This is an optimization exercise on Yosys and OpenROAD, whose aim is small area, not a production implementation.
The RTL was checked by simulation tests, not by an equivalence proof against the original design.
No activity file was given, so power comes from the tool's default toggle rates.

## flow/design.v

```verilog
package pc_gen_pkg;
    localparam int          CORE_XLEN     = 32;
    localparam logic [31:0] CORE_RESET_PC = 32'h0000_0000;
    typedef enum logic [1:0] {
        CTR_SNT = 2'b00,
        CTR_WNT = 2'b01,
        CTR_WT  = 2'b10,
        CTR_ST  = 2'b11
    } ctr_e;
endpackage
module bht_btb (
    input  logic        clk,
    input  logic        rst_n,
    input  logic [3:0]  rd_idx_i,
    input  logic [25:0] rd_tag_i,
    output logic        rd_hit_o,
    output logic        rd_ctr_hi_o,
    output logic [29:0] rd_target_o,
    input  logic        upd_en_i,
    input  logic        upd_is_jmp_i,
    input  logic        upd_taken_i,
    input  logic [3:0]  upd_idx_i,
    input  logic [25:0] upd_tag_i,
    input  logic [29:0] upd_target_i
);
    logic [15:0] valid_q;
    logic [25:0] tag_q    [16];
    logic [29:0] target_q [16];
    logic [1:0]  ctr_q    [16];
    logic [15:0] rd_sel, upd_sel, we_ctr, we_ent;
    logic        upd_hit;
    logic [1:0]  ctr_base;
    logic [1:0]  ctr_d;
    logic        rd_valid, upd_valid;
    logic [25:0] rd_tag, upd_tag;
    logic [1:0]  rd_ctr, upd_ctr;
    logic [29:0] rd_target;
    always_comb begin
        for (int i = 0; i < 16; i++) begin
            rd_sel[i]  = (rd_idx_i == i[3:0]);
            upd_sel[i] = (upd_idx_i == i[3:0]);
        end
    end
    always_comb begin
        rd_valid = 1'b0; rd_tag = '0; rd_ctr = '0; rd_target = '0;
        upd_valid = 1'b0; upd_tag = '0; upd_ctr = '0;
        for (int i = 0; i < 16; i++) begin
            rd_valid  = rd_valid  | (rd_sel[i] & valid_q[i]);
            rd_tag    = rd_tag    | ({26{rd_sel[i]}} & tag_q[i]);
            rd_ctr    = rd_ctr    | ({2{rd_sel[i]}} & ctr_q[i]);
            rd_target = rd_target | ({30{rd_sel[i]}} & target_q[i]);
            upd_valid = upd_valid | (upd_sel[i] & valid_q[i]);
            upd_tag   = upd_tag   | ({26{upd_sel[i]}} & tag_q[i]);
            upd_ctr   = upd_ctr   | ({2{upd_sel[i]}} & ctr_q[i]);
        end
    end
    assign rd_hit_o    = rd_valid && (rd_tag == rd_tag_i);
    assign rd_ctr_hi_o = rd_ctr[1];
    assign rd_target_o = rd_target;
    assign upd_hit  = upd_valid && (upd_tag == upd_tag_i);
    assign ctr_base = upd_hit ? upd_ctr : 2'b01;
    always_comb begin
        if (upd_is_jmp_i)
            ctr_d = 2'b11;
        else if (upd_taken_i)
            ctr_d = (ctr_base == 2'b11) ? 2'b11 : ctr_base + 2'd1;
        else
            ctr_d = (ctr_base == 2'b00) ? 2'b00 : ctr_base - 2'd1;
    end
    assign we_ctr = upd_sel & {16{upd_en_i}};
    assign we_ent = we_ctr & {16{upd_taken_i}};
    always_ff @(posedge clk or negedge rst_n) begin
        if (!rst_n)
            valid_q <= '0;
        else
            valid_q <= valid_q | we_ent;
    end
    always_ff @(posedge clk) begin
        for (int i = 0; i < 16; i++) begin
            ctr_q[i]    <= ({2{we_ctr[i]}} & ctr_d) | ({2{~we_ctr[i]}} & ctr_q[i]);
            tag_q[i]    <= ({26{we_ent[i]}} & upd_tag_i) | ({26{~we_ent[i]}} & tag_q[i]);
            target_q[i] <= ({30{we_ent[i]}} & upd_target_i) | ({30{~we_ent[i]}} & target_q[i]);
        end
    end
endmodule
module pc_gen (
    input  logic        clk,
    input  logic        rst_n,
    input  logic        stall,
    input  logic        ex_valid,
    input  logic        ex_is_br,
    input  logic        ex_is_jmp,
    input  logic        ex_taken,
    input  logic [31:0] ex_pc,
    input  logic [31:0] ex_target,
    input  logic        ex_pred_taken,
    input  logic [31:0] ex_pred_target,
    output logic [31:0] pc_o,
    output logic        pc_valid_o,
    output logic        pred_taken_o,
    output logic [31:0] pred_target_o,
    output logic        flush_o
);
    logic [31:0] pc_q, pc_d;
    logic        pc_valid_q;
    logic        ctl_valid;
    logic        actual_taken;
    logic        rd_hit;
    logic        rd_ctr_hi;
    logic [29:0] rd_target;
    logic [31:0] pc_inc;
    assign ctl_valid    = ex_valid & (ex_is_br | ex_is_jmp);
    assign actual_taken = ex_is_jmp | (ex_is_br & ex_taken);
    assign flush_o      = ctl_valid &
                          ((actual_taken != ex_pred_taken) |
                           (actual_taken & ex_pred_taken &
                            ({ex_target[31:2], 2'b00} != ex_pred_target)));
    bht_btb u_bht_btb (
        .clk          (clk),
        .rst_n        (rst_n),
        .rd_idx_i     (pc_q[5:2]),
        .rd_tag_i     (pc_q[31:6]),
        .rd_hit_o     (rd_hit),
        .rd_ctr_hi_o  (rd_ctr_hi),
        .rd_target_o  (rd_target),
        .upd_en_i     (ctl_valid),
        .upd_is_jmp_i (ex_is_jmp),
        .upd_taken_i  (actual_taken),
        .upd_idx_i    (ex_pc[5:2]),
        .upd_tag_i    (ex_pc[31:6]),
        .upd_target_i (ex_target[31:2])
    );
    assign pc_inc        = {pc_q[31:2] + 30'd1, pc_q[1:0]};
    assign pred_taken_o  = rd_hit & rd_ctr_hi;
    assign pred_target_o = pred_taken_o ? {rd_target, 2'b00} : pc_inc;
    always_comb begin
        pc_d = pc_q;
        if (!pc_valid_q) begin
            pc_d = pc_q;
        end else if (flush_o) begin
            pc_d = actual_taken ? {ex_target[31:2], 2'b00}
                                : {ex_pc[31:2] + 30'd1, ex_pc[1:0]};
        end else if (!stall) begin
            pc_d = pred_target_o;
        end
    end
    always_ff @(posedge clk or negedge rst_n) begin
        if (!rst_n) begin
            pc_q       <= '0;
            pc_valid_q <= 1'b0;
        end else begin
            pc_q       <= pc_d;
            pc_valid_q <= 1'b1;
        end
    end
    assign pc_o       = pc_q;
    assign pc_valid_o = pc_valid_q;
endmodule
```

## flow/run.sh

```bash
#!/bin/bash
# synth_recipe.tcl (not shown) runs the flow's synth.tcl, then flattens the netlist and writes it again
# the make line also repeats each setting of config.mk as NAME=value (left out here)
make -C /OpenROAD-flow-scripts/flow DESIGN_CONFIG=/design/flow/config.mk WORK_HOME=/design/flow/orfs CLKGATE_MAP_FILE= SYNTH_SCRIPT=/design/flow/synth_recipe.tcl finish
```

## flow/config.mk

```make
export PLATFORM = sky130hd
export DESIGN_NAME = pc_gen
export DESIGN_NICKNAME = pc_gen
export VERILOG_FILES = /design/flow/design.v
export SDC_FILE = /design/flow/constraint.sdc
export NUM_CORES = 4
export LEC_CHECK = 0
export CAP_MARGIN = 20
export CORE_MARGIN = 2
export CORE_UTILIZATION = 60
export CTS_BUF_LIST = sky130_fd_sc_hd__clkbuf_4 sky130_fd_sc_hd__clkbuf_8
export SLEW_MARGIN = 20
```

## flow/constraint.sdc

```tcl
create_clock -name core_clock -period 8.5 [get_ports {clk}]
set_input_delay 1.7000 -clock core_clock [delete_from_list [all_inputs] [get_ports {clk}]]
set_output_delay 1.7000 -clock core_clock [all_outputs]
set_load 0.01 [all_outputs]
```

==> summary.json, run 1 <==
{
  "syn_area": {"value": 0.0427, "unit": "mm2"},
  "grt_max_degree": {"value": 91},
  "largest_family_of_logic_cells_by_synthesized_area": {"value": "compound AO/OA/AOI/OAI gates"},
  "crit_path_cell_trace": {"value": "inv_1, ha_4, buf_4, nor2b_1, a222oi_1, nor4b_2, xor2_1, nand3_1, nor4_2, nand4_4, buf_12, mux2i_1, clkdlybuf4s50_1"},
  "numClockSinks": {"value": 977},
  "grt_antenna_before_repair": {"value": 9},
  "depth_of_the_most_critical_reg_to_reg_path": {"value": 13},
  "synth_nets": {"value": 3120},
  "fp.dieW": {"value": 271, "unit": "um"},
  "clk_path_buf_depth": {"value": 3},
  "post_synth_xor_area_fraction": {"value": 2.32, "unit": "%"},
  "synth_cell_types": {"value": 88},
  "tritoncts": {"value": "built"},
  "rows": {"value": 97},
  "detailedRoute.firstIterationViolations": {"value": 7211},
  "finClkSkew": {"value": 0.0326, "unit": "ns"},
  "worstSetupEndpointType": {"value": "output port"},
  "dp_hpwl": {"value": 96.3, "unit": "mm"},
  "yosys-mux-area-fraction": {"value": 2.82, "unit": "%"},
  "routed_via_density": {"value": 7.68},
  "worst-r2r-setup-slack": {"value": 3.15, "unit": "ns"},
  "ys_warn_count": {"value": 5},
  "wire_length_per_cell": {"value": 38.3, "unit": "um"},
  "final-hold-violation-count": {"value": 0},
  "die_area": {"value": 0.0734, "unit": "mm2"},
  "postRouteAntennaNets": {"value": 0},
  "fmaxAchievable": {"value": 122, "unit": "MHz"},
  "cp_top_family": {"value": "simple AND/OR/NAND/NOR gates"},
  "grtUsageTotal": {"value": 44.8, "unit": "%"},
  "place.port_buffers": {"value": 168},
  "finalSetupViolations": {"value": 0},
  "post_cts_hold_buffer_count": {"value": 0},
  "async_flop_share": {"value": 5.02, "unit": "%"},
  "seq_area_frac_synth": {"value": 68.1, "unit": "%"},
  "irDropWorstVdd": {"value": 0.000211, "unit": "V"},
  "utilization_of_the_core_after_routing": {"value": 70.1, "unit": "%"},
  "r2r-start": {"value": "pc_q[2]"},
  "required_arrival_time_at_the_worst_endpoint": {"value": 6.80, "unit": "ns"},
  "run_status": {"value": "complete, no violations"},
  "post_synth_and_or_nand_nor_area_fraction": {"value": 7.68, "unit": "%"},
  "post_cts.resized_instances": {"value": 0},
  "ws_path_type": {"value": "reg -> out"},
  "arrival": {"value": 6.47, "unit": "ns"},
  "crit-reg2reg-capture": {"value": "pc_q[25]"},
  "dr_total_vias": {"value": 33200},
  "most-common-layout-cells": {"value": "928 x sky130_fd_sc_hd__edfxtp_1, 255 x sky130_fd_sc_hd__a22oi_1, 171 x sky130_fd_sc_hd__clkbuf_8"},
  "finalCritPeriodShare": {"value": 96.1, "unit": "%"},
  "root_buffer": {"value": "sky130_fd_sc_hd__clkbuf_8"},
  "combPwrFrac": {"value": 26.8, "unit": "%"},
  "layout.nets": {"value": 3357},
  "floorplan.io_pins": {"value": 171},
  "ys.flop_type": {"value": "sky130_fd_sc_hd__edfxtp_1"},
  "seq_power_share": {"value": 42.6, "unit": "%"},
  "worst-path-buf-inv": {"value": 4},
  "power.static_leakage": {"value": 16.2, "unit": "nW"},
  "worst_pin_slew": {"value": 1.19, "unit": "ns"},
  "power_switching_share": {"value": 34.4, "unit": "%"},
  "placeableCoreArea": {"value": 0.0703, "unit": "mm2"},
  "total_grt_overflow": {"value": 0},
  "numCtsBuffers": {"value": 158},
  "post-synth-top-area-cell": {"value": "sky130_fd_sc_hd__edfxtp_1"},
  "path_clk_slew": {"value": 0.06, "unit": "ns"},
  "min-delay-path-class": {"value": "reg -> reg"},
  "slowest_delay": {"value": 0.65, "unit": "ns"},
  "maxCapViolCount": {"value": 0},
  "layout-area-overhead-vs-synth": {"value": 15.1, "unit": "%"},
  "cp_num_cells": {"value": 13},
  "path_max_fanout": {"value": 45},
  "insertion_delay": {"value": 0.84, "unit": "ns"},
  "cp-startpoint": {"value": "pc_q[2]"},
  "critical-path-slowest-cell": {"value": "sky130_fd_sc_hd__clkdlybuf4s50_1"},
  "final_layout_size_suffix_gt1_share": {"value": 15.4, "unit": "%"},
  "worst_setup_path_start_kind": {"value": "flop"},
  "finalWorstPathRequiredPeriod": {"value": 8.17, "unit": "ns"},
  "power-per-cell-area": {"value": 271, "unit": "mW/mm2"},
  "yosys.area_share.adder": {"value": 0.263, "unit": "%"},
  "grt_setup_unrepaired": {"value": "false"},
  "post_synth_inst_count": {"value": 3007},
  "synth_compound_area_share": {"value": 16.2, "unit": "%"},
  "grt_pass1_wl": {"value": 231, "unit": "mm"},
  "timing.max_slew.rel_slack": {"value": 20.5, "unit": "%"},
  "initial_core_utilization": {"value": 60.8, "unit": "%"},
  "setup_tns": {"value": 0, "unit": "ns"},
  "synth.top_cells.by_area": {"value": "sky130_fd_sc_hd__edfxtp_1 65%, sky130_fd_sc_hd__a22oi_1 4.5%, sky130_fd_sc_hd__dfrtp_1 2.9%"},
  "drtPass1Iterations": {"value": 12},
  "final-max-slew-violation-count": {"value": 0},
  "internal-power": {"value": 8.77, "unit": "mW"},
  "cp-endpoint": {"value": "pred_target_o[28]"},
  "synth.ff_latch_count": {"value": 977},
  "share_clk_of_total_power": {"value": 30.6, "unit": "%"},
  "post_cts.repair.setup_buffers": {"value": 0},
  "synth_top_area_share": {"value": 65.2, "unit": "%"},
  "layout_commonest_cell": {"value": "sky130_fd_sc_hd__edfxtp_1"},
  "htree_num_levels": {"value": 4},
  "syn-mean-instance-area": {"value": 14.2, "unit": "um2"},
  "power.switching": {"value": 4.59, "unit": "mW"},
  "routed_wirelength": {"value": 165, "unit": "mm"},
  "number_of_enable_type_register_cells_in_the_synthesized_netlist": {"value": 928},
  "power.total": {"value": 13.4, "unit": "mW"},
  "first_global_vias": {"value": 31700},
  "fp.dieH": {"value": 271, "unit": "um"},
  "place_congestion": {"value": 1.04},
  "drcViolationCount": {"value": 0}
}
## power groups by stage
| stage | clock, mW | sequential [mW] | combinational (mW) |
|---|---|---|---|
| finish | 4.09 | 5.68 | 3.58 |
| global route | 4.30 | 5.68 | 3.65 |
| CTS | 4.09 | 5.66 | 3.43 |
| detailed placement | 0 | 5.76 | 3.42 |
| global placement | 0 | 5.75 | 3.39 |
| floorplan | 0 | 5.60 | 1.91 |
## synthesized netlist by cell type, types with 9 or more instances
cell,number
sky130_fd_sc_hd__o22ai_1,24
sky130_fd_sc_hd__nand4_1,55
sky130_fd_sc_hd__xnor2_1,70
sky130_fd_sc_hd__a22o_1,109
sky130_fd_sc_hd__a221oi_1,118
sky130_fd_sc_hd__or2_2,19
sky130_fd_sc_hd__and3b_1,12
sky130_fd_sc_hd__nand3b_1,27
sky130_fd_sc_hd__and3_1,21
sky130_fd_sc_hd__a21o_1,24
sky130_fd_sc_hd__a22oi_1,255
sky130_fd_sc_hd__a2111oi_0,17
sky130_fd_sc_hd__a221o_1,12
sky130_fd_sc_hd__a222oi_1,44
sky130_fd_sc_hd__mux2_2,27
sky130_fd_sc_hd__nor2b_1,10
sky130_fd_sc_hd__a31oi_1,12
sky130_fd_sc_hd__o211ai_1,13
sky130_fd_sc_hd__mux2i_1,70
sky130_fd_sc_hd__nor3_1,22
sky130_fd_sc_hd__ha_1,9
sky130_fd_sc_hd__and2_1,10
sky130_fd_sc_hd__clkbuf_1,113
sky130_fd_sc_hd__edfxtp_1,928
sky130_fd_sc_hd__inv_1,28
sky130_fd_sc_hd__nor4_1,12
sky130_fd_sc_hd__a211oi_1,14
sky130_fd_sc_hd__o21ai_0,70
sky130_fd_sc_hd__o2bb2ai_1,18
sky130_fd_sc_hd__buf_1,40
sky130_fd_sc_hd__xor2_1,43
sky130_fd_sc_hd__nand2_1,146
sky130_fd_sc_hd__o2111ai_1,17
sky130_fd_sc_hd__nor2_1,109
sky130_fd_sc_hd__dfrtp_1,49
sky130_fd_sc_hd__a21oi_1,97
sky130_fd_sc_hd__nand3_1,139
sky130_fd_sc_hd__buf_2,66
## metal layers
metal  part of all wire [%]  routed length (um)  up-vias  track usage, %
met5                  0.018                  29        -               0
met4                    6.9               11300        4            26.8
met3                     16               26900      726            14.1
met2                     43               71000     3477            65.0
met1                     34               56200    16100            59.4
li1                       -                   -    12800               -
## kinds of logic (layout without fill, tap and decap cells)
logic type / count (synthesis) / in the layout
xor+xnor: 113 / 113
flops: 977 / 977
other cells: 1 / 6
compound gates: 908 / 908
simple gates: 630 / 630
mux: 109 / 109
fa+ha+maj: 9 / 9
buf+inv: 260 / 626
## worst min path at each step
stage / cells after the start / endpoint / start / slack (ns)
global placement: 1 / u_bht_btb.valid_q[7] / u_bht_btb.valid_q[7] / 0.47
CTS: 1 / u_bht_btb.valid_q[7] / u_bht_btb.valid_q[7] / 0.50
finish: 1 / u_bht_btb.valid_q[7] / u_bht_btb.valid_q[7] / 0.49
detailed placement: 1 / u_bht_btb.valid_q[13] / u_bht_btb.valid_q[13] / 0.48
global route: 1 / u_bht_btb.valid_q[7] / u_bht_btb.valid_q[7] / 0.51
floorplan: 1 / u_bht_btb.valid_q[15] / u_bht_btb.valid_q[15] / 0.46
## per-stage QoR
step / hold slack (ns) / worst slack (ns) / instances / cell area [um2]
6_report: 0.495 / 0.329 / 4318 / 49200
5_1_grt: 0.512 / 0.207 / 4316 / 49200
4_1_cts: 0.499 / 0.512 / 4313 / 49200
3_5_place_dp: 0.481 / 1.46 / 4024 / 46000
3_3_place_gp: 0.474 / 1.48 / 4024 / 46000
2_1_floorplan: 0.457 / 1.23 / 3007 / 42700
## layout make-up
class	count	area, um2
clock inverter	64	434
multi-input combinational	1770	12800
inverter	30	113
tap	940	1180
fill	4880	21000
timing repair buffer	307	2820
sequential	977	29100
antenna	5	12.5
clock buffer	225	2760
==> run 2: changes to the inputs <==
--- a/flow/design.v
+++ b/flow/design.v
@@ -26,5 +26,5 @@
     logic [15:0] valid_q;
-    logic [25:0] tag_q    [16];
-    logic [29:0] target_q [16];
-    logic [1:0]  ctr_q    [16];
+    logic [15:0][25:0] tag_q;
+    logic [15:0][29:0] target_q;
+    logic [15:0][1:0]  ctr_q;
     logic [15:0] rd_sel, upd_sel, we_ctr, we_ent;
@@ -43,15 +43,29 @@
     end
+    logic [57:0] rd_col  [16];
+    logic [28:0] upd_col [16];
+    logic [57:0] rd_word;
+    logic [28:0] upd_word;
     always_comb begin
-        rd_valid = 1'b0; rd_tag = '0; rd_ctr = '0; rd_target = '0;
-        upd_valid = 1'b0; upd_tag = '0; upd_ctr = '0;
         for (int i = 0; i < 16; i++) begin
-            rd_valid  = rd_valid  | (rd_sel[i] & valid_q[i]);
-            rd_tag    = rd_tag    | ({26{rd_sel[i]}} & tag_q[i]);
-            rd_ctr    = rd_ctr    | ({2{rd_sel[i]}} & ctr_q[i]);
-            rd_target = rd_target | ({30{rd_sel[i]}} & target_q[i]);
-            upd_valid = upd_valid | (upd_sel[i] & valid_q[i]);
-            upd_tag   = upd_tag   | ({26{upd_sel[i]}} & tag_q[i]);
-            upd_ctr   = upd_ctr   | ({2{upd_sel[i]}} & ctr_q[i]);
+            rd_col[i]  = {valid_q[i], ctr_q[i][1], tag_q[i], target_q[i]};
+            upd_col[i] = {valid_q[i], ctr_q[i], tag_q[i]};
         end
     end
+    for (genvar b = 0; b < 58; b++) begin : g_rd
+        logic [15:0] d;
+        for (genvar i = 0; i < 16; i++) begin : g_d
+            assign d[i] = rd_col[i][b];
+        end
+        bht_rd16 u_rd (.sel_i(rd_sel), .d_i(d), .q_o(rd_word[b]));
+    end
+    for (genvar b = 0; b < 29; b++) begin : g_upd
+        logic [15:0] d;
+        for (genvar i = 0; i < 16; i++) begin : g_d
+            assign d[i] = upd_col[i][b];
+        end
+        bht_rd16 u_rd (.sel_i(upd_sel), .d_i(d), .q_o(upd_word[b]));
+    end
+    assign {rd_valid, rd_ctr[1], rd_tag, rd_target} = rd_word;
+    assign rd_ctr[0] = 1'b0;
+    assign {upd_valid, upd_ctr, upd_tag} = upd_word;
     assign rd_hit_o    = rd_valid && (rd_tag == rd_tag_i);
@@ -79,7 +93,27 @@
         for (int i = 0; i < 16; i++) begin
-            ctr_q[i]    <= ({2{we_ctr[i]}} & ctr_d) | ({2{~we_ctr[i]}} & ctr_q[i]);
-            tag_q[i]    <= ({26{we_ent[i]}} & upd_tag_i) | ({26{~we_ent[i]}} & tag_q[i]);
-            target_q[i] <= ({30{we_ent[i]}} & upd_target_i) | ({30{~we_ent[i]}} & target_q[i]);
+            if (we_ctr[i]) ctr_q[i] <= ctr_d;
+            if (we_ent[i]) begin
+                tag_q[i]    <= upd_tag_i;
+                target_q[i] <= upd_target_i;
+            end
         end
     end
+endmodule
+module bht_rd16 (
+    input  logic [15:0] sel_i,
+    input  logic [15:0] d_i,
+    output logic        q_o
+);
+    logic [4:0] grp_n;
+    for (genvar g = 0; g < 5; g++) begin : g_grp
+        bht_aoi222 u_aoi (.s_i(sel_i[3*g +: 3]), .d_i(d_i[3*g +: 3]), .y_no(grp_n[g]));
+    end
+    assign q_o = ~&grp_n | (sel_i[15] & d_i[15]);
+endmodule
+module bht_aoi222 (
+    input  logic [2:0] s_i,
+    input  logic [2:0] d_i,
+    output logic       y_no
+);
+    assign y_no = ~|(s_i & d_i);
 endmodule
==> flow/flow/run.sh (new file) <==
#!/bin/bash
# The standard layout with these changes:
#  - synthesis maps logic with an area-oriented ABC script (flow/area.abc)
#    instead of ORFS's speed script, and keeps the three-term and-or-invert
#    module bht_aoi222 as its own module while ABC maps it (so that it becomes
#    one sky130 a222oi cell); everything else in synthesis, including
#    flip-flop mapping and the final flatten/rename, is synth_recipe.tcl's;
#  - port buffers are sky130_fd_sc_hd__buf_1;
#  - the clock tree uses larger sink clusters and no dummy loads.
# Each tool's output goes to ORFS's own logs under orfs/logs/; this script's
# own output goes to run_flow.log.
set -euo pipefail
W=$PWD
exec > >(tee -a "$W/run_flow.log") 2>&1

# synth.tcl with the abc script replaced and bht_aoi222 kept while mapping
sed -e "s#log_cmd abc {\*}\$abc_args#set abc_args [lreplace \$abc_args 1 1 $W/flow/area.abc]\n  log_cmd abc {*}\$abc_args#" \
    -e "/^hierarchy -check -top/a setattr -mod -set keep_hierarchy 1 bht_aoi222" \
    "$FLOW_HOME/scripts/synth.tcl" > "$W/area_synth.tcl"
grep -q "flow/area.abc" "$W/area_synth.tcl"
grep -q "keep_hierarchy 1 bht_aoi222" "$W/area_synth.tcl"
sed "s#source \$::env(SCRIPTS_DIR)/synth.tcl#source $W/area_synth.tcl#" synth_recipe.tcl > "$W/area_synth_recipe.tcl"
grep -q "area_synth.tcl" "$W/area_synth_recipe.tcl"
sed "s#SYNTH_SCRIPT=[^ ]*#SYNTH_SCRIPT=$W/area_synth_recipe.tcl#" standard.sh > "$W/area_standard.sh"
grep -q "area_synth_recipe.tcl" "$W/area_standard.sh"

export BUFFER_PORTS_ARGS="-buffer_cell sky130_fd_sc_hd__buf_1"
export CTS_ARGS="-sink_clustering_enable -repair_clock_nets -dont_use_dummy_load -sink_clustering_size 15 -sink_clustering_max_diameter 80 -buf_list {sky130_fd_sc_hd__clkbuf_4 sky130_fd_sc_hd__clkbuf_8}"
bash "$W/area_standard.sh"
==> flow/flow/area.abc (new file) <==
&get -n
&st
&dc2
&syn3
&dch
&nf -R 1000 -E 2
&put
topo
==> flow/standard.sh (new file) <==
#!/bin/bash
# synth_recipe.tcl (not shown) runs the flow's synth.tcl, then flattens the netlist and writes it again
# the make line also repeats each setting of config.mk as NAME=value (left out here)
make -C /OpenROAD-flow-scripts/flow DESIGN_CONFIG=/design/flow/config.mk WORK_HOME=/design/flow/orfs CLKGATE_MAP_FILE= SYNTH_SCRIPT=/design/flow/synth_recipe.tcl "${@:-finish}"
==> flow/config.mk (replaced) <==
export PLATFORM = sky130hd
export DESIGN_NAME = pc_gen
export DESIGN_NICKNAME = pc_gen
export VERILOG_FILES = /design/flow/design.v
export SDC_FILE = /design/flow/constraint.sdc
export NUM_CORES = 4
export LEC_CHECK = 0
export CAP_MARGIN = 10
export CORE_MARGIN = 2
export CORE_UTILIZATION = 45
export SLEW_MARGIN = 10
removed: flow/run.sh
==> summary.json, run 2 <==
{
  "root_buffer": {"value": "sky130_fd_sc_hd__clkbuf_8"},
  "die_area": {"value": 0.0882, "unit": "mm2", "change": "+20%"},
  "clk_path_buf_depth": {"value": 3, "change": "unchanged"},
  "insertion_delay": {"value": 0.74, "unit": "ns", "change": "-0.10 ns"},
  "numClockSinks": {"value": 977, "change": "unchanged"},
  "htree_num_levels": {"value": 3, "change": "-1"},
  "layout-area-overhead-vs-synth": {"value": 10.7, "unit": "%"},
  "number_of_enable_type_register_cells_in_the_synthesized_netlist": {"value": 928, "change": "unchanged"},
  "worst_pin_slew": {"value": 1.25, "unit": "ns", "change": "+0.0554 ns"},
  "fmaxAchievable": {"value": 127, "unit": "MHz", "change": "+3.8%"},
  "setup_tns": {"value": 0, "unit": "ns", "change": "unchanged"},
  "finalCritPeriodShare": {"value": 92.6, "unit": "%", "change": "-3.6 points"},
  "post_synth_most_frequent_cells": {"value": "928 x sky130_fd_sc_hd__edfxtp_1, 436 x sky130_fd_sc_hd__a222oi_1, 153 x sky130_fd_sc_hd__nand2_1"},
  "async_flop_share": {"value": 5.02, "unit": "%", "change": "unchanged"},
  "routed_via_density": {"value": 7.15, "change": "-6.9%"},
  "arrival": {"value": 6.17, "unit": "ns", "change": "-0.30 ns"},
  "grt_antenna_before_repair": {"value": 9, "change": "unchanged"},
  "seq_area_frac_synth": {"value": 75.3, "unit": "%", "change": "+7.3 points"},
  "rows": {"value": 107, "change": "+10%"},
  "post_cts.repair.setup_buffers": {"value": 0, "change": "unchanged"},
  "grtUsageTotal": {"value": 29.5, "unit": "%", "change": "-15 points"},
  "finClkSkew": {"value": 0.0758, "unit": "ns", "change": "+0.0433 ns"},
  "drtPass1Iterations": {"value": 10, "change": "-2"},
  "sequential_cell_area": {"value": 0.0291, "unit": "mm2", "change": "about the same"},
  "crit-reg2reg-capture": {"value": "pc_q[17]"},
  "initial_core_utilization": {"value": 45.4, "unit": "%", "change": "-15 points"},
  "routed_wirelength": {"value": 135, "unit": "mm", "change": "-19%"},
  "post_cts_hold_buffer_count": {"value": 0, "change": "unchanged"},
  "tritoncts": {"value": "built"},
  "fp.dieH": {"value": 297, "unit": "um", "change": "+9.6%"},
  "combPwrFrac": {"value": 22.9, "unit": "%", "change": "-3.9 points"},
  "synth.top_cells.by_area": {"value": "sky130_fd_sc_hd__edfxtp_1 72%, sky130_fd_sc_hd__a222oi_1 11%, sky130_fd_sc_hd__dfrtp_1 3.2%"},
  "ys.flop_type": {"value": "sky130_fd_sc_hd__edfxtp_1"},
  "r2r-start": {"value": "pc_q[3]"},
  "final-max-slew-violation-count": {"value": 0, "change": "unchanged"},
  "dr_total_vias": {"value": 27300, "change": "-18%"},
  "worst_setup_path_start_kind": {"value": "flop"},
  "place.port_buffers": {"value": 168, "change": "unchanged"},
  "grt_setup_unrepaired": {"value": "false"},
  "total_grt_overflow": {"value": 0, "change": "unchanged"},
  "finalSetupViolations": {"value": 0, "change": "unchanged"},
  "power.static_leakage": {"value": 13.1, "unit": "nW", "change": "-19%"},
  "grt_max_degree": {"value": 62, "change": "-32%"},
  "synth_top_area_share": {"value": 72.1, "unit": "%", "change": "+6.9 points"},
  "postRouteAntennaNets": {"value": 0, "change": "unchanged"},
  "fp.dieW": {"value": 297, "unit": "um", "change": "+9.6%"},
  "post_synth_inst_count": {"value": 2325, "change": "-23%"},
  "maxCapViolCount": {"value": 0, "change": "unchanged"},
  "path_max_fanout": {"value": 41, "change": "-8.9%"},
  "wire_length_per_cell": {"value": 35.3, "unit": "um", "change": "-8.0%"},
  "run_status": {"value": "complete, no violations"},
  "worst-r2r-setup-slack": {"value": 2.86, "unit": "ns", "change": "-0.29 ns"},
  "worst_hold_startpoint": {"value": "u_bht_btb.valid_q[14]"},
  "power-per-cell-area": {"value": 237, "unit": "mW/mm2", "change": "-13%"},
  "irDropWorstVdd": {"value": 0.000143, "unit": "V", "change": "-32%"},
  "layout.filler_cells": {"value": 7211, "change": "+48%"},
  "post-synth-top-area-cell": {"value": "sky130_fd_sc_hd__edfxtp_1"},
  "path_clk_slew": {"value": 0.10, "unit": "ns", "change": "+0.04 ns"},
  "worst_hold_path.endpoint": {"value": "u_bht_btb.valid_q[14]"},
  "placeableCoreArea": {"value": 0.0851, "unit": "mm2", "change": "+21%"},
  "drcViolationCount": {"value": 0, "change": "unchanged"},
  "layout_commonest_cell": {"value": "sky130_fd_sc_hd__edfxtp_1"},
  "final_layout_size_suffix_gt1_share": {"value": 8.19, "unit": "%", "change": "-7.2 points"},
  "share_clk_of_total_power": {"value": 22.2, "unit": "%", "change": "-8.4 points"},
  "internal-power": {"value": 6.90, "unit": "mW", "change": "-21%"},
  "post_cts.resized_instances": {"value": 0, "change": "unchanged"},
  "place_congestion": {"value": 0.952, "change": "-8.2%"},
  "syn_area": {"value": 0.0386, "unit": "mm2", "change": "-9.6%"},
  "placed_cells_incl_taps": {"value": 3742, "change": "-7.0%"},
  "dp_hpwl": {"value": 78.6, "unit": "mm", "change": "-18%"},
  "worstSetupEndpointType": {"value": "output port"},
  "numCtsBuffers": {"value": 75, "change": "-53%"},
  "power_switching_share": {"value": 31.9, "unit": "%", "change": "-2.4 points"},
  "first_global_vias": {"value": 26500, "change": "-16%"},
  "seq_power_share": {"value": 54.9, "unit": "%", "change": "+12 points"},
  "layout.nets": {"value": 2789, "change": "-17%"},
  "floorplan.io_pins": {"value": 171, "change": "unchanged"},
  "synth.ff_latch_count": {"value": 977, "change": "unchanged"},
  "timing.max_slew.rel_slack": {"value": 16.3, "unit": "%", "change": "-4.2 points"},
  "ws_path_type": {"value": "reg -> out"},
  "detailedRoute.firstIterationViolations": {"value": 6202, "change": "-14%"},
  "required_arrival_time_at_the_worst_endpoint": {"value": 6.80, "unit": "ns", "change": "about the same"},
  "yosysMostFrequentCell": {"value": "sky130_fd_sc_hd__edfxtp_1"},
  "depth_of_the_most_critical_reg_to_reg_path": {"value": 15, "change": "+2"},
  "syn-mean-instance-area": {"value": 16.6, "unit": "um2", "change": "+17%"},
  "most-common-layout-cells": {"value": "928 x sky130_fd_sc_hd__edfxtp_1, 436 x sky130_fd_sc_hd__a222oi_1, 167 x sky130_fd_sc_hd__buf_1"},
  "area_of_the_multi_input_gates": {"value": 0.00965, "unit": "mm2", "change": "-25%"},
  "grt_pass1_wl": {"value": 188, "unit": "mm", "change": "-19%"},
  "ys_warn_count": {"value": 4, "change": "-1"},
  "largest_reg_flops": {"value": 480},
  "finalWorstPathRequiredPeriod": {"value": 7.87, "unit": "ns", "change": "-0.302 ns"},
  "synth_nets": {"value": 2438, "change": "-22%"},
  "min_path_cells": {"value": 1, "change": "unchanged"},
  "min-delay-path-class": {"value": "reg -> reg"},
  "layout.cells.non_filler": {"value": 3825, "change": "-11%"},
  "final-hold-violation-count": {"value": 0, "change": "unchanged"},
  "power.switching": {"value": 3.24, "unit": "mW", "change": "-29%"},
  "synth_cell_types": {"value": 45, "change": "-49%"}
}
## run 2: cell types whose count changed after synthesis, moves of 27 or more
cell                       before  now
sky130_fd_sc_hd__inv_1         28    0
sky130_fd_sc_hd__mux2_2        27    0
sky130_fd_sc_hd__buf_1         40    0
sky130_fd_sc_hd__clkbuf_1     113    0
sky130_fd_sc_hd__mux2i_1       70    0
sky130_fd_sc_hd__nand3_1      139   87
sky130_fd_sc_hd__a211oi_1      14   63
sky130_fd_sc_hd__buf_2         66    0
sky130_fd_sc_hd__a222oi_1      44  436
sky130_fd_sc_hd__a22o_1       109    4
sky130_fd_sc_hd__a22oi_1      255    1
sky130_fd_sc_hd__a221oi_1     118    4
## run 2: area by class of cell
type	count	share of cell area, %
antenna	7	0.0410
inverter	27	0.237
multi-input combinational	1321	22.6
sequential	977	68.0
timing repair buffer	274	3.40
clock buffer	75	2.41
tap	1144	3.35
## run 2: power groups by stage
| stage | Combinational (mW) | Sequential, mW | Clock [mW] |
|---|---|---|---|
| finish | 2.32 | 5.56 | 2.25 |
| global route | 2.44 | 5.57 | 2.42 |
| CTS | 2.25 | 5.55 | 2.27 |
| detailed placement | 2.24 | 5.66 | 0 |
| global placement | 2.23 | 5.65 | 0 |
| floorplan | 1.20 | 5.61 | 0 |
## run 2: layer usage
layer  up-vias  share of wire (%)  global-route usage [%]
li1      11100                  -                       -
met1     13600                 36                    39.8
met2      2229                 45                    46.2
met3       414                 14                    6.65
met4         6                4.6                    12.9
met5         -              0.030                       0
## run 2: worst max path at each step
stage / from / endpoint / cells past startpoint / slack [ns]
floorplan: ex_is_br / pc_q[0] / 7 / 0.45
global placement: ex_pc[2] / u_bht_btb.ctr_q[1] / 16 / 1.49
detailed placement: ex_pc[2] / u_bht_btb.ctr_q[1] / 16 / 1.36
CTS: pc_q[3] / pred_target_o[17] / 16 / 0.76
global route: pc_q[3] / pred_target_o[17] / 14 / 0.48
finish: pc_q[3] / pred_target_o[17] / 14 / 0.63
## run 2: kinds of logic after synthesis
group                    share of synthesized area (%)
AND/OR/NAND/NOR                                   6.16
buffers and inverters                            0.262
XOR/XNOR                                          2.15
flip-flops                                        75.3
adder cells (fa/ha/maj)                          0.343
other                                          0.00971
multiplexers                                    0.0291
AO/OA/AOI/OAI                                     15.7
## run 2: metrics by stage
stage	hold slack (ns)	cell area (um2)	setup WS (ns)	power [mW]	utilization, %
after floorplan	0.464	38600	0.445	6.82	-
after global placement	0.481	41700	1.49	7.88	49.0
after detailed placement	0.487	41700	1.36	7.90	49.0
after CTS	0.510	42700	0.763	10.1	50.2
after global routing	0.536	42800	0.477	10.4	50.2
final	0.516	42800	0.632	10.1	50.2
## run 2: worst max-delay path, cell delays in order (launching register included)
cell                        delay, ns
sky130_fd_sc_hd__dfrtp_1         0.47
sky130_fd_sc_hd__clkinv_1        0.15
sky130_fd_sc_hd__ha_1            0.27
sky130_fd_sc_hd__and2_4          0.42
sky130_fd_sc_hd__a222oi_1        0.48
sky130_fd_sc_hd__nand2_1         0.12
sky130_fd_sc_hd__a211oi_1        0.86
sky130_fd_sc_hd__xnor2_1         0.21
sky130_fd_sc_hd__or4_1           0.56
sky130_fd_sc_hd__nor4_1          0.17
sky130_fd_sc_hd__nand4_1         0.10
sky130_fd_sc_hd__buf_4           0.31
sky130_fd_sc_hd__a2111oi_0       0.81
sky130_fd_sc_hd__a21oi_1         0.27
sky130_fd_sc_hd__buf_1           0.20
## run 2: Yosys stat by module (local to each module, per instance)
module | cells inside | area, um2
pc_gen | 1890 | 34300
bht_aoi222 | 1 | 10.0
==> run 3: changes to the inputs <==
--- a/flow/flow/run.sh
+++ b/flow/flow/run.sh
@@ -27,3 +27,3 @@
 export BUFFER_PORTS_ARGS="-buffer_cell sky130_fd_sc_hd__buf_1"
-export CTS_ARGS="-sink_clustering_enable -repair_clock_nets -dont_use_dummy_load -sink_clustering_size 15 -sink_clustering_max_diameter 80 -buf_list {sky130_fd_sc_hd__clkbuf_4 sky130_fd_sc_hd__clkbuf_8}"
+export CTS_ARGS="-sink_clustering_enable -repair_clock_nets -dont_use_dummy_load -sink_clustering_size 16 -sink_clustering_max_diameter 80 -buf_list {sky130_fd_sc_hd__clkbuf_4 sky130_fd_sc_hd__clkbuf_8}"
 bash "$W/area_standard.sh"
--- a/flow/config.mk
+++ b/flow/config.mk
@@ -9,3 +9,3 @@
 export CORE_MARGIN = 2
-export CORE_UTILIZATION = 45
+export CORE_UTILIZATION = 58
 export SLEW_MARGIN = 10
==> summary.json, run 3 <==
{
  "finalCritPeriodShare": {"value": 88.7, "unit": "%", "change": "-3.9 points"},
  "syn-mean-instance-area": {"value": 16.6, "unit": "um2", "change": "unchanged"},
  "postRouteAntennaNets": {"value": 0, "change": "unchanged"},
  "utilization_of_the_core_after_routing": {"value": 64.3, "unit": "%", "change": "+14 points"},
  "r2r-start": {"value": "pc_q[2]"},
  "post_synth_inst_count": {"value": 2325, "change": "unchanged"},
  "layout.nets": {"value": 2783, "change": "-0.22%"},
  "synth_top_area_share": {"value": 72.1, "unit": "%", "change": "unchanged"},
  "number_of_enable_type_register_cells_in_the_synthesized_netlist": {"value": 928, "change": "unchanged"},
  "numClockSinks": {"value": 977, "change": "unchanged"},
  "finalHoldWorstSlack": {"value": 0.524, "unit": "ns", "change": "+0.00833 ns"},
  "largest_reg_flops": {"value": 480, "change": "unchanged"},
  "routed_via_density": {"value": 7.83, "change": "+9.5%"},
  "post_cts.repair.setup_buffers": {"value": 0, "change": "unchanged"},
  "ys_warn_count": {"value": 4, "change": "unchanged"},
  "synth.ff_latch_count": {"value": 977, "change": "unchanged"},
  "worst_hold_startpoint": {"value": "u_bht_btb.valid_q[11]"},
  "rows": {"value": 94, "change": "-12%"},
  "routed_wirelength": {"value": 137, "unit": "mm", "change": "+1.3%"},
  "post_cts_hold_buffer_count": {"value": 0, "change": "unchanged"},
  "cp_top_family": {"value": "compound AO/OA/AOI/OAI gates"},
  "fp.dieH": {"value": 262, "unit": "um", "change": "-12%"},
  "power-per-cell-area": {"value": 237, "unit": "mW/mm2", "change": "about the same"},
  "depth_of_the_most_critical_reg_to_reg_path": {"value": 14, "change": "-1"},
  "internal-power": {"value": 6.85, "unit": "mW", "change": "-0.67%"},
  "ys.flop_type": {"value": "sky130_fd_sc_hd__edfxtp_1"},
  "required_arrival_time_at_the_worst_endpoint": {"value": 6.80, "unit": "ns", "change": "about the same"},
  "die_area": {"value": 0.0687, "unit": "mm2", "change": "-22%"},
  "grt_pass1_wl": {"value": 189, "unit": "mm", "change": "+0.81%"},
  "synth.top_cells.by_area": {"value": "sky130_fd_sc_hd__edfxtp_1 72%, sky130_fd_sc_hd__a222oi_1 11%, sky130_fd_sc_hd__dfrtp_1 3.2%"},
  "grt_max_degree": {"value": 62, "change": "unchanged"},
  "drcViolationCount": {"value": 0, "change": "unchanged"},
  "tritoncts": {"value": "built"},
  "finClkSkew": {"value": 0.0857, "unit": "ns", "change": "+0.00989 ns"},
  "path_clk_slew": {"value": 0.11, "unit": "ns", "change": "about the same"},
  "layout-area-overhead-vs-synth": {"value": 9.61, "unit": "%"},
  "dp_hpwl": {"value": 77.4, "unit": "mm", "change": "-1.5%"},
  "seq_power_share": {"value": 55.3, "unit": "%", "change": "+0.4 points"},
  "floorplan.io_pins": {"value": 171, "change": "unchanged"},
  "most-common-layout-cells": {"value": "928 x sky130_fd_sc_hd__edfxtp_1, 436 x sky130_fd_sc_hd__a222oi_1, 167 x sky130_fd_sc_hd__buf_1"},
  "min_path_cells": {"value": 1, "change": "unchanged"},
  "seq_area_frac_synth": {"value": 75.3, "unit": "%", "change": "unchanged"},
  "synth_nets": {"value": 2438, "change": "unchanged"},
  "power_switching_share": {"value": 31.8, "unit": "%", "change": "-0.16 points"},
  "run_status": {"value": "complete, no violations"},
  "maxCapViolCount": {"value": 0, "change": "unchanged"},
  "ws_path_type": {"value": "reg -> out"},
  "clk_path_buf_depth": {"value": 3, "change": "unchanged"},
  "yosysMostFrequentCell": {"value": "sky130_fd_sc_hd__edfxtp_1"},
  "worst-r2r-setup-slack": {"value": 3.25, "unit": "ns", "change": "+0.39 ns"},
  "layout.filler_cells": {"value": 4833, "change": "-33%"},
  "first_global_vias": {"value": 26800, "change": "+1.2%"},
  "numCtsBuffers": {"value": 71, "change": "-5.3%"},
  "share_clk_of_total_power": {"value": 21.5, "unit": "%", "change": "-0.7 points"},
  "syn_area": {"value": 0.0386, "unit": "mm2", "change": "unchanged"},
  "fp.dieW": {"value": 262, "unit": "um", "change": "-12%"},
  "min-delay-path-class": {"value": "reg -> reg"},
  "synth_cell_types": {"value": 45, "change": "unchanged"},
  "grt_antenna_before_repair": {"value": 4, "change": "-5"},
  "worst_hold_path.endpoint": {"value": "u_bht_btb.valid_q[11]"},
  "total_grt_overflow": {"value": 0, "change": "unchanged"},
  "async_flop_share": {"value": 5.02, "unit": "%", "change": "unchanged"},
  "drtPass1Iterations": {"value": 13, "change": "+3"},
  "finalSetupViolations": {"value": 0, "change": "unchanged"},
  "path_max_fanout": {"value": 42, "change": "+2.4%"},
  "power.total": {"value": 10.0, "unit": "mW", "change": "-0.91%"},
  "setup_tns": {"value": 0, "unit": "ns", "change": "unchanged"},
  "worst_setup_path_start_kind": {"value": "flop"},
  "post-synth-top-area-cell": {"value": "sky130_fd_sc_hd__edfxtp_1"},
  "place_congestion": {"value": 0.923, "change": "-3.0%"},
  "post_synth_most_frequent_cells": {"value": "928 x sky130_fd_sc_hd__edfxtp_1, 436 x sky130_fd_sc_hd__a222oi_1, 153 x sky130_fd_sc_hd__nand2_1"},
  "final-max-slew-violation-count": {"value": 0, "change": "unchanged"},
  "arrival": {"value": 5.84, "unit": "ns", "change": "-0.33 ns"},
  "placed_cells_incl_taps": {"value": 3461, "change": "-7.5%"},
  "irDropWorstVdd": {"value": 0.000192, "unit": "V", "change": "+34%"},
  "detailedRoute.firstIterationViolations": {"value": 6167, "change": "-0.56%"},
  "placeableCoreArea": {"value": 0.0659, "unit": "mm2", "change": "-23%"},
  "htree_num_levels": {"value": 3, "change": "unchanged"},
  "cp-startpoint": {"value": "pc_q[2]"},
  "crit-reg2reg-capture": {"value": "pc_q[31]"},
  "timing.max_slew.rel_slack": {"value": 16.3, "unit": "%", "change": "about the same"},
  "dr_total_vias": {"value": 27700, "change": "+1.3%"},
  "worst-path-buf-inv": {"value": 3, "change": "unchanged"},
  "grt_setup_unrepaired": {"value": "false"},
  "final_layout_size_suffix_gt1_share": {"value": 7.95, "unit": "%", "change": "-0.24 points"},
  "power.switching": {"value": 3.19, "unit": "mW", "change": "-1.4%"},
  "worst_pin_slew": {"value": 1.25, "unit": "ns", "change": "-0.0000302 ns"},
  "wire_length_per_cell": {"value": 38.6, "unit": "um", "change": "+9.5%"},
  "layout.cells.non_filler": {"value": 3537, "change": "-7.5%"},
  "worstSetupEndpointType": {"value": "output port"},
  "layout_commonest_cell": {"value": "sky130_fd_sc_hd__edfxtp_1"},
  "crit_path_cell_trace": {"value": "clkinv_1, ha_1, and2_4, a222oi_1, nand2_1, a211oi_1, xnor2_1, or4_1, nor4_1, nand4_1, buf_4, o21ai_0, buf_1"},
  "grtUsageTotal": {"value": 39.4, "unit": "%", "change": "+9.9 points"},
  "power.static_leakage": {"value": 13.1, "unit": "nW", "change": "-0.28%"},
  "slowest_delay": {"value": 0.81, "unit": "ns", "change": "-0.05 ns"},
  "fmaxAchievable": {"value": 133, "unit": "MHz", "change": "+4.4%"},
  "place.port_buffers": {"value": 168, "change": "unchanged"},
  "root_buffer": {"value": "sky130_fd_sc_hd__clkbuf_8"},
  "insertion_delay": {"value": 0.71, "unit": "ns", "change": "-0.03 ns"},
  "combPwrFrac": {"value": 23.1, "unit": "%", "change": "+0.2 points"},
  "post_cts.resized_instances": {"value": 0, "change": "unchanged"},
  "finalWorstPathRequiredPeriod": {"value": 7.54, "unit": "ns", "change": "-0.331 ns"},
  "critical-path-slowest-cell": {"value": "sky130_fd_sc_hd__a211oi_1"},
  "final-hold-violation-count": {"value": 0, "change": "unchanged"},
  "initial_core_utilization": {"value": 58.7, "unit": "%", "change": "+13 points"}
}
-- run 3: worst reg2reg max path, delay by kind of cell (launching register included) --
kind / cells / cell delay (ns)
simple gates: 6 / 1.48
compound gates: 4 / 2.19
xor+xnor: 1 / 0.20
fa+ha+maj: 1 / 0.32
flops: 1 / 0.47
buf+inv: 2 / 0.50
-- run 3: cells by family after synthesis --
group,after synthesis,synth area share (%)
DFF,977,75.3
xor gates and xnor gates,95,2.15
muxes,1,0.0291
AOI/OAI and AO/OA,711,15.7
and+or+nand+nor,502,6.16
adders and majority gates,11,0.343
buffers and inverters,27,0.262
other,1,0.00971
-- run 3: area by class of cell --
type | count | area, um2 | area share [%]
flip-flops and latches | 977 | 29100 | 68.7
clock buffers | 71 | 977 | 2.31
diodes | 5 | 12.5 | 0.0295
well taps | 864 | 1080 | 2.55
inverters | 27 | 101 | 0.239
multi-input cells | 1321 | 9640 | 22.8
repair buffers | 272 | 1440 | 3.39
-- run 3: how the worst max path moves through the flow --
stage | end | slack [ns] | cells after the start
finish | pred_target_o[31] | 0.96 | 13
global route | pred_target_o[17] | 0.78 | 14
CTS | pred_target_o[17] | 1.13 | 16
detailed placement | u_bht_btb.ctr_q[23] | 1.33 | 15
global placement | u_bht_btb.ctr_q[23] | 1.38 | 15
floorplan | pc_q[0] | 0.45 | 7
-- run 3: per-module statistics from Yosys, one instance, submodules excluded --
module | flops+latches | copies in the design | cell area (um2) | cells inside
bht_aoi222 | 0 | 435 | 10.0 | 1
pc_gen | 977 | 1 | 34300 | 1890
-- run 3: power by group through the flow --
stage	Clock (mW)	Sequential [mW]	Combinational, mW
after floorplan	0	5.61	1.20
after global placement	0	5.65	2.22
after detailed placement	0	5.66	2.24
after CTS	2.18	5.55	2.24
after global routing	2.33	5.57	2.41
final	2.16	5.56	2.32
-- run 3: per-stage QoR --
| stage | worst slack [ns] | instance area [um2] |
|---|---|---|
| finish | 0.962 | 42300 |
| floorplan | 0.445 | 38600 |
| global placement | 1.38 | 41400 |
| global route | 0.780 | 42300 |
| detailed placement | 1.33 | 41400 |
| CTS | 1.13 | 42300 |
-- run 3: layer usage --
layer | up-vias | global-route usage [%] | share of wire, %
li1 | 11000 | - | -
met1 | 13800 | 51.8 | 35
met2 | 2473 | 62.0 | 46
met3 | 446 | 9.78 | 14
met4 | 0 | 19.3 | 5.3
met5 | - | 0 | 0
==> run 4: changes to the inputs <==
--- a/flow/design.v
+++ b/flow/design.v
@@ -91,2 +91,12 @@
     end
+    logic [15:0][55:0] ent_d;
+    for (genvar i = 0; i < 16; i++) begin : g_ent
+        bht_hold u_hold (
+            .we_i (we_ent[i]),
+            .hold_i (~we_ent[i]),
+            .d_i  ({upd_tag_i, upd_target_i}),
+            .q_i  ({tag_q[i], target_q[i]}),
+            .n_o  (ent_d[i])
+        );
+    end
     always_ff @(posedge clk) begin
@@ -94,6 +104,3 @@
             if (we_ctr[i]) ctr_q[i] <= ctr_d;
-            if (we_ent[i]) begin
-                tag_q[i]    <= upd_tag_i;
-                target_q[i] <= upd_target_i;
-            end
+            {tag_q[i], target_q[i]} <= ent_d[i];
         end
@@ -118,2 +125,11 @@
     assign y_no = ~|(s_i & d_i);
+endmodule
+module bht_hold (
+    input  logic        we_i,
+    input  logic        hold_i,
+    input  logic [55:0] d_i,
+    input  logic [55:0] q_i,
+    output logic [55:0] n_o
+);
+    assign n_o = ({56{we_i}} & d_i) | ({56{hold_i}} & q_i);
 endmodule
==> flow/flow/run.sh (replaced) <==
#!/bin/bash
# The standard layout with these changes:
#  - port buffers are sky130_fd_sc_hd__buf_1;
#  - the clock tree uses larger sink clusters and no dummy loads.
# Each tool's output goes to ORFS's own logs under orfs/logs/; this script's
# own output goes to run_flow.log.
set -euo pipefail
W=$PWD
exec > >(tee -a "$W/run_flow.log") 2>&1

# synth.tcl with the abc script replaced
sed -e "s#log_cmd abc {\*}\$abc_args#set abc_args [lreplace \$abc_args 1 1 $W/flow/area.abc]\n  log_cmd abc {*}\$abc_args#" \
    "$FLOW_HOME/scripts/synth.tcl" > "$W/area_synth.tcl"
grep -q "flow/area.abc" "$W/area_synth.tcl"
sed "s#source \$::env(SCRIPTS_DIR)/synth.tcl#source $W/area_synth.tcl#" synth_recipe.tcl > "$W/area_synth_recipe.tcl"
grep -q "area_synth.tcl" "$W/area_synth_recipe.tcl"
sed "s#SYNTH_SCRIPT=[^ ]*#SYNTH_SCRIPT=$W/area_synth_recipe.tcl#" standard.sh > "$W/area_standard.sh"
grep -q "area_synth_recipe.tcl" "$W/area_standard.sh"

export BUFFER_PORTS_ARGS="-buffer_cell sky130_fd_sc_hd__buf_1"
export CTS_ARGS="-sink_clustering_enable -repair_clock_nets -dont_use_dummy_load -sink_clustering_size 15 -sink_clustering_max_diameter 80 -buf_list {sky130_fd_sc_hd__clkbuf_4 sky130_fd_sc_hd__clkbuf_8}"
bash "$W/area_standard.sh"
--- a/flow/config.mk
+++ b/flow/config.mk
@@ -9,3 +9,4 @@
 export CORE_MARGIN = 2
-export CORE_UTILIZATION = 58
+export CORE_UTILIZATION = 45
 export SLEW_MARGIN = 10
+export SYNTH_HIERARCHICAL = 1
==> summary.json, run 4 <==
{
  "fp.dieW": {"value": 292, "unit": "um", "change": "+11%"},
  "timing.max_slew.rel_slack": {"value": 6.49, "unit": "%", "change": "-9.8 points"},
  "post_synth_inst_count": {"value": 3242, "change": "+39%"},
  "place_congestion": {"value": 1.01, "change": "+8.9%"},
  "ys.flop_type": {"value": "sky130_fd_sc_hd__dfxtp_1"},
  "initial_core_utilization": {"value": 45.4, "unit": "%", "change": "-13 points"},
  "dp_hpwl": {"value": 101, "unit": "mm", "change": "+30%"},
  "htree_num_levels": {"value": 3, "change": "unchanged"},
  "tritoncts": {"value": "built"},
  "numClockSinks": {"value": 977, "change": "unchanged"},
  "fp.dieH": {"value": 292, "unit": "um", "change": "+11%"},
  "arrival": {"value": 6.34, "unit": "ns", "change": "+0.50 ns"},
  "timing.final.ws_setup": {"value": 0.461, "unit": "ns", "change": "-0.502 ns"},
  "detailedRoute.firstIterationViolations": {"value": 8156, "change": "+32%"},
  "grt_antenna_before_repair": {"value": 5, "change": "+1"},
  "total_grt_overflow": {"value": 0, "change": "unchanged"},
  "place.port_buffers": {"value": 168, "change": "unchanged"},
  "ws_path_type": {"value": "reg -> out"},
  "final-hold-violation-count": {"value": 0, "change": "unchanged"},
  "required_arrival_time_at_the_worst_endpoint": {"value": 6.80, "unit": "ns", "change": "about the same"},
  "min-delay-path-class": {"value": "reg -> reg"},
  "synth_top_area_share": {"value": 48.1, "unit": "%", "change": "-24 points"},
  "drtPass1Iterations": {"value": 16, "change": "+3"},
  "numCtsBuffers": {"value": 75, "change": "+5.6%"},
  "maxCapViolCount": {"value": 0, "change": "unchanged"},
  "insertion_delay": {"value": 0.74, "unit": "ns", "change": "+0.03 ns"},
  "layout-area-overhead-vs-synth": {"value": 11.7, "unit": "%"},
  "final_layout_size_suffix_gt1_share": {"value": 7.66, "unit": "%", "change": "-0.29 points"},
  "path_max_fanout": {"value": 21, "change": "-50%"},
  "drcViolationCount": {"value": 0, "change": "unchanged"},
  "die_area": {"value": 0.0852, "unit": "mm2", "change": "+24%"},
  "wire_length_per_cell": {"value": 36.4, "unit": "um", "change": "-5.8%"},
  "clk_path_buf_depth": {"value": 3, "change": "unchanged"},
  "synth.top_cells.by_area": {"value": "sky130_fd_sc_hd__dfxtp_1 48%, sky130_fd_sc_hd__a22o_1 21%, sky130_fd_sc_hd__a222oi_1 12%"},
  "finClkSkew": {"value": 0.0756, "unit": "ns", "change": "-0.0102 ns"},
  "largest_reg_flops": {"value": 480, "change": "unchanged"},
  "floorplan.io_pins": {"value": 171, "change": "unchanged"},
  "syn-mean-instance-area": {"value": 11.5, "unit": "um2", "change": "-31%"},
  "fmaxAchievable": {"value": 124, "unit": "MHz", "change": "-6.2%"},
  "post_cts.repair.setup_buffers": {"value": 0, "change": "unchanged"},
  "power-per-cell-area": {"value": 279, "unit": "mW/mm2", "change": "+17%"},
  "most-common-layout-cells": {"value": "901 x sky130_fd_sc_hd__a22o_1, 896 x sky130_fd_sc_hd__dfxtp_1, 436 x sky130_fd_sc_hd__a222oi_1"},
  "grt_pass1_wl": {"value": 243, "unit": "mm", "change": "+29%"},
  "worst_setup_path_start_kind": {"value": "flop"},
  "grt_max_degree": {"value": 62, "change": "unchanged"},
  "dr_total_vias": {"value": 36800, "change": "+33%"},
  "first_global_vias": {"value": 35800, "change": "+33%"},
  "synth_cell_types": {"value": 46, "change": "+2.2%"},
  "root_buffer": {"value": "sky130_fd_sc_hd__clkbuf_8"},
  "final-max-slew-violation-count": {"value": 0, "change": "unchanged"},
  "async_flop_share": {"value": 5.02, "unit": "%", "change": "unchanged"},
  "yosysMostFrequentCell": {"value": "sky130_fd_sc_hd__a22o_1"},
  "irDropWorstVdd": {"value": 0.000152, "unit": "V", "change": "-21%"},
  "grt_setup_unrepaired": {"value": "false"},
  "finalWorstPathRequiredPeriod": {"value": 8.04, "unit": "ns", "change": "+0.502 ns"},
  "routed_via_density": {"value": 7.84, "change": "about the same"},
  "placeableCoreArea": {"value": 0.0821, "unit": "mm2", "change": "+25%"},
  "synth.ff_latch_count": {"value": 977, "change": "unchanged"},
  "synth_nets": {"value": 3349, "change": "+37%"},
  "worstSetupEndpointType": {"value": "output port"},
  "layout.nets": {"value": 3727, "change": "+34%"},
  "post_cts.resized_instances": {"value": 0, "change": "unchanged"},
  "number_of_enable_type_register_cells_in_the_synthesized_netlist": {"value": 32, "change": "-97%"},
  "syn_area": {"value": 0.0373, "unit": "mm2", "change": "-3.5%"},
  "grtUsageTotal": {"value": 38.1, "unit": "%", "change": "-1.3 points"},
  "post-synth-top-area-cell": {"value": "sky130_fd_sc_hd__dfxtp_1"},
  "run_status": {"value": "complete, no violations"},
  "finalHoldWorstSlack": {"value": 0.480, "unit": "ns", "change": "-0.0441 ns"},
  "setup_tns": {"value": 0, "unit": "ns", "change": "unchanged"},
  "routed_wirelength": {"value": 171, "unit": "mm", "change": "+25%"},
  "post_synth_most_frequent_cells": {"value": "901 x sky130_fd_sc_hd__a22o_1, 896 x sky130_fd_sc_hd__dfxtp_1, 436 x sky130_fd_sc_hd__a222oi_1"},
  "seq_area_frac_synth": {"value": 54.0, "unit": "%", "change": "-21 points"},
  "worst_pin_slew": {"value": 1.40, "unit": "ns", "change": "+0.155 ns"},
  "post_cts_hold_buffer_count": {"value": 0, "change": "unchanged"},
  "ys_warn_count": {"value": 10, "change": "+6"},
  "finalSetupViolations": {"value": 0, "change": "unchanged"},
  "layout_commonest_cell": {"value": "sky130_fd_sc_hd__a22o_1"},
  "finalCritPeriodShare": {"value": 94.6, "unit": "%", "change": "+5.9 points"},
  "dp_slack": {"value": 1.61, "unit": "ns", "change": "+0.276 ns"},
  "power.total": {"value": 11.6, "unit": "mW", "change": "+16%"},
  "rows": {"value": 105, "change": "+12%"},
  "power.static_leakage": {"value": 16.7, "unit": "nW", "change": "+28%"},
  "path_clk_slew": {"value": 0.11, "unit": "ns", "change": "about the same"},
  "postRouteAntennaNets": {"value": 0, "change": "unchanged"}
}
## run 4: path summary, 6_finish.rpt
path | start | endpoint | slack, ns | cells after the start
max | pc_q[3] | pred_target_o[23] | 0.46 | 17
max in group asynchronous | rst_n | pc_q[13] | 6.81 | 2
min reg2reg | u_bht_btb.target_q[38] | u_bht_btb.target_q[38] | 0.48 | 1
min | u_bht_btb.target_q[38] | u_bht_btb.target_q[38] | 0.48 | 1
max reg2reg | pc_q[3] | pc_q[23] | 2.73 | 18
min in group asynchronous | rst_n | u_bht_btb.valid_q[1] | 1.10 | 2
## run 4: critical path, stage by stage (launching register included)
cell and delay [ns]:
sky130_fd_sc_hd__dfrtp_1 0.77, sky130_fd_sc_hd__nand2b_1 0.39, sky130_fd_sc_hd__nor3_2 0.64, sky130_fd_sc_hd__buf_12 0.32, sky130_fd_sc_hd__buf_4 0.33, sky130_fd_sc_hd__a222oi_1 0.14
sky130_fd_sc_hd__nand2_1 0.14, sky130_fd_sc_hd__a21oi_1 0.07, sky130_fd_sc_hd__nand4_1 0.21, sky130_fd_sc_hd__a22oi_1 0.16, sky130_fd_sc_hd__nand4_1 0.16, sky130_fd_sc_hd__nor4_1 0.06
sky130_fd_sc_hd__and4_1 0.21, sky130_fd_sc_hd__nand2_2 0.11, sky130_fd_sc_hd__clkinv_1 0.46, sky130_fd_sc_hd__buf_4 0.42, sky130_fd_sc_hd__o31ai_1 0.78, sky130_fd_sc_hd__buf_1 0.22
## run 4: area by class of cell
cell class	count	area, um2
fill	7296	40400
inverter	66	249
tap	1070	1340
multi-input combinational	2199	17200
sequential	977	20100
clock buffer	75	1030
timing repair buffer	301	1680
antenna	2	5.00
## run 4: power by group
part	leakage, nW	switching [mW]	internal, mW
Combinational	7.88	1.79	1.15
Clock	0.539	1.55	0.795
Sequential	8.30	0.781	5.55
## run 4: per-stage QoR
stage	utilization [%]	cells	area (um2)
finish	50.7	4690	41700
global route	50.7	4690	41700
CTS	50.7	4688	41700
detailed placement	49.5	4613	40600
global placement	49.5	4613	40600
floorplan	-	3242	37300
## run 4: per-module statistics from Yosys, one instance, submodules excluded
| module | flops+latches | copies in the design |
|---|---|---|
| pc_gen | 33 | 1 |
| bht_hold | 0 | 16 |
| bht_rd16 | 0 | 87 |
| bht_aoi222 | 0 | 435 |
| bht_btb | 944 | 1 |
## run 4: cells by family (layout without fill, tap and decap cells)
logic type / Yosys count / in the layout / synth area share [%]
DFF: 977 / 977 / 54.0
xor gates and xnor gates: 76 / 76 / 1.78
and+or+nand+nor: 517 / 517 / 6.45
other: 1 / 3 / 0.0101
AOI/OAI and AO/OA: 1602 / 1602 / 37.0
buffers and inverters: 66 / 442 / 0.664
adders and majority gates: 3 / 3 / 0.101
## run 4: layer usage
layer,share of wire [%],track usage (%),wire length (um),vias up
met3,15,11.3,24800,616
met2,41,55.4,70500,3247
met5,0.0076,0,13,-
met1,38,50.3,64900,18200
li1,-,-,-,14700
met4,6.1,22.1,10500,2
==> run 5: changes to the inputs <==
--- a/flow/design.v
+++ b/flow/design.v
@@ -92,9 +92,17 @@
     logic [15:0][55:0] ent_d;
+    logic [15:0][1:0]  ctr_n;
     for (genvar i = 0; i < 16; i++) begin : g_ent
-        bht_hold u_hold (
-            .we_i (we_ent[i]),
+        bht_hold #(.W(56)) u_hold (
+            .we_i   (we_ent[i]),
             .hold_i (~we_ent[i]),
-            .d_i  ({upd_tag_i, upd_target_i}),
-            .q_i  ({tag_q[i], target_q[i]}),
-            .n_o  (ent_d[i])
+            .d_i    ({upd_tag_i, upd_target_i}),
+            .q_i    ({tag_q[i], target_q[i]}),
+            .n_o    (ent_d[i])
+        );
+        bht_hold #(.W(2)) u_hold_ctr (
+            .we_i   (we_ctr[i]),
+            .hold_i (~we_ctr[i]),
+            .d_i    (ctr_d),
+            .q_i    (ctr_q[i]),
+            .n_o    (ctr_n[i])
         );
@@ -103,3 +111,3 @@
         for (int i = 0; i < 16; i++) begin
-            if (we_ctr[i]) ctr_q[i] <= ctr_d;
+            ctr_q[i]                <= ctr_n[i];
             {tag_q[i], target_q[i]} <= ent_d[i];
@@ -126,10 +134,12 @@
 endmodule
-module bht_hold (
-    input  logic        we_i,
-    input  logic        hold_i,
-    input  logic [55:0] d_i,
-    input  logic [55:0] q_i,
-    output logic [55:0] n_o
-);
-    assign n_o = ({56{we_i}} & d_i) | ({56{hold_i}} & q_i);
+module bht_hold #(
+    parameter int W = 56
+) (
+    input  logic         we_i,
+    input  logic         hold_i,
+    input  logic [W-1:0] d_i,
+    input  logic [W-1:0] q_i,
+    output logic [W-1:0] n_o
+);
+    assign n_o = ({W{we_i}} & d_i) | ({W{hold_i}} & q_i);
 endmodule
==> summary.json, run 5 <==
{
  "worst_hold_path.endpoint": {"value": "u_bht_btb.target_q[397]"},
  "tritoncts": {"value": "built"},
  "sequential_cell_area": {"value": 0.0198, "unit": "mm2", "change": "-1.6%"},
  "yosys-mux-area-fraction": {"value": 0, "unit": "%", "change": "unchanged"},
  "post-synth-top-area-cell": {"value": "sky130_fd_sc_hd__dfxtp_1"},
  "finClkSkew": {"value": 0.0660, "unit": "ns", "change": "-0.00956 ns"},
  "number_of_enable_type_register_cells_in_the_synthesized_netlist": {"value": 0, "change": "-100%"},
  "yosysMostFrequentCell": {"value": "sky130_fd_sc_hd__a22o_1"},
  "grt_antenna_before_repair": {"value": 6, "change": "+1"},
  "power.static_leakage": {"value": 16.8, "unit": "nW", "change": "+0.54%"},
  "area_of_the_multi_input_gates": {"value": 0.0175, "unit": "mm2", "change": "+1.5%"},
  "synth_nets": {"value": 3380, "change": "+0.93%"},
  "irDropWorstVdd": {"value": 0.000164, "unit": "V", "change": "+8.0%"},
  "most-common-layout-cells": {"value": "932 x sky130_fd_sc_hd__a22o_1, 928 x sky130_fd_sc_hd__dfxtp_1, 436 x sky130_fd_sc_hd__a222oi_1"},
  "timing.max_slew.rel_slack": {"value": 7.85, "unit": "%", "change": "+1.4 points"},
  "synth_cell_types": {"value": 46, "change": "unchanged"},
  "place.port_buffers": {"value": 168, "change": "unchanged"},
  "postRouteAntennaNets": {"value": 0, "change": "unchanged"},
  "async_flop_share": {"value": 5.02, "unit": "%", "change": "unchanged"},
  "post_dp_cell_area": {"value": 0.0407, "unit": "mm2", "change": "+0.12%"},
  "timing.final.ws_setup": {"value": 0.522, "unit": "ns", "change": "+0.0611 ns"},
  "run_status": {"value": "complete, no violations"},
  "post_synth_most_frequent_cells": {"value": "932 x sky130_fd_sc_hd__a22o_1, 928 x sky130_fd_sc_hd__dfxtp_1, 436 x sky130_fd_sc_hd__a222oi_1"}
}
[run 5: cell count changes after synthesis, moves of 3 or more]
cell	before	now
sky130_fd_sc_hd__nor2b_1	7	2
sky130_fd_sc_hd__o2bb2ai_1	7	4
sky130_fd_sc_hd__a22o_1	901	932
sky130_fd_sc_hd__dfxtp_1	896	928
sky130_fd_sc_hd__nor2_1	128	118
sky130_fd_sc_hd__o221ai_1	5	2
sky130_fd_sc_hd__clkinv_1	66	77
sky130_fd_sc_hd__edfxtp_1	32	0
sky130_fd_sc_hd__or2_0	9	1
sky130_fd_sc_hd__nand2b_1	21	26
sky130_fd_sc_hd__xor2_1	28	36
sky130_fd_sc_hd__nor3_1	9	12
[run 5: logic make-up after synthesis]
| logic type | count (synthesis) |
|---|---|
| XOR/XNOR | 83 |
| AO/OA/AOI/OAI | 1627 |
| AND/OR/NAND/NOR | 505 |
| buffers and inverters | 77 |
| other | 1 |
| adder cells (fa/ha/maj) | 3 |
| flip-flops | 977 |
[run 5: per-layer routing]
metal | GRT usage, % | share of wire (%)
met1 | 49.8 | 37
met2 | 58.2 | 43
met3 | 10.8 | 14
met4 | 21.0 | 5.8
met5 | 0 | 0.0047
[run 5: layout make-up]
cell class	count	area share, %
Tap cell	1070	3.21
Timing Repair Buffer	299	4.26
Inverter	77	0.692
Sequential cell	977	47.4
Clock buffer	75	2.47
Multi-Input combinational cell	2219	41.9
Antenna cell	7	0.0419
[run 5: Yosys stat by module (local to each module, per instance), a selection]
module / cell area, um2 / flops+latches / copies in the design / cells
bht_rd16: 15.0 / 0 / 87 / 3
bht_btb: 20200 / 944 / 1 / 1179
pc_gen: 3230 / 33 / 1 / 470
bht_aoi222: 10.0 / 0 / 435 / 1
[run 5: critical path, stage by stage, from the launching register on]
cell and delay (ns):
sky130_fd_sc_hd__dfrtp_1 0.67, sky130_fd_sc_hd__nand2_1 0.36, sky130_fd_sc_hd__nor2_4 0.66, sky130_fd_sc_hd__buf_12 0.28
sky130_fd_sc_hd__buf_4 0.38, sky130_fd_sc_hd__a222oi_1 0.17, sky130_fd_sc_hd__nand4_1 0.15, sky130_fd_sc_hd__clkinv_1 0.17
sky130_fd_sc_hd__o22ai_1 0.18, sky130_fd_sc_hd__nor4_1 0.07, sky130_fd_sc_hd__nand3_1 0.12, sky130_fd_sc_hd__nor4_1 0.07
sky130_fd_sc_hd__nand2_2 0.09, sky130_fd_sc_hd__buf_4 0.50, sky130_fd_sc_hd__clkinv_1 0.62, sky130_fd_sc_hd__o21ai_0 0.84
sky130_fd_sc_hd__buf_1 0.22
[run 5: worst max path at each step]
stage,from,endpoint
6_report,pc_q[2],pred_target_o[11]
5_1_grt,pc_q[2],pred_target_o[23]
4_1_cts,pc_q[2],pred_target_o[23]
3_5_place_dp,ex_pc[2],u_bht_btb.ctr_q[23]
3_3_place_gp,pc_q[5],pred_target_o[9]
2_1_floorplan,pc_q[2],pred_target_o[17]
[run 5: power by group]
part	internal, mW	leakage (nW)	switching [mW]	total [mW]
sequential	5.56	8.27	0.812	6.37
combinational	1.17	8.00	1.77	2.94
clock	0.795	0.539	1.53	2.33

Check on run 5: ideal ports give 0.522 ns setup slack; a clkbuf_16 on the clock port and buf_2 on the inputs give 0.452 ns; moving port delays by the midpoint clock arrival (0.782 ns) as well gives 0.852 ns.
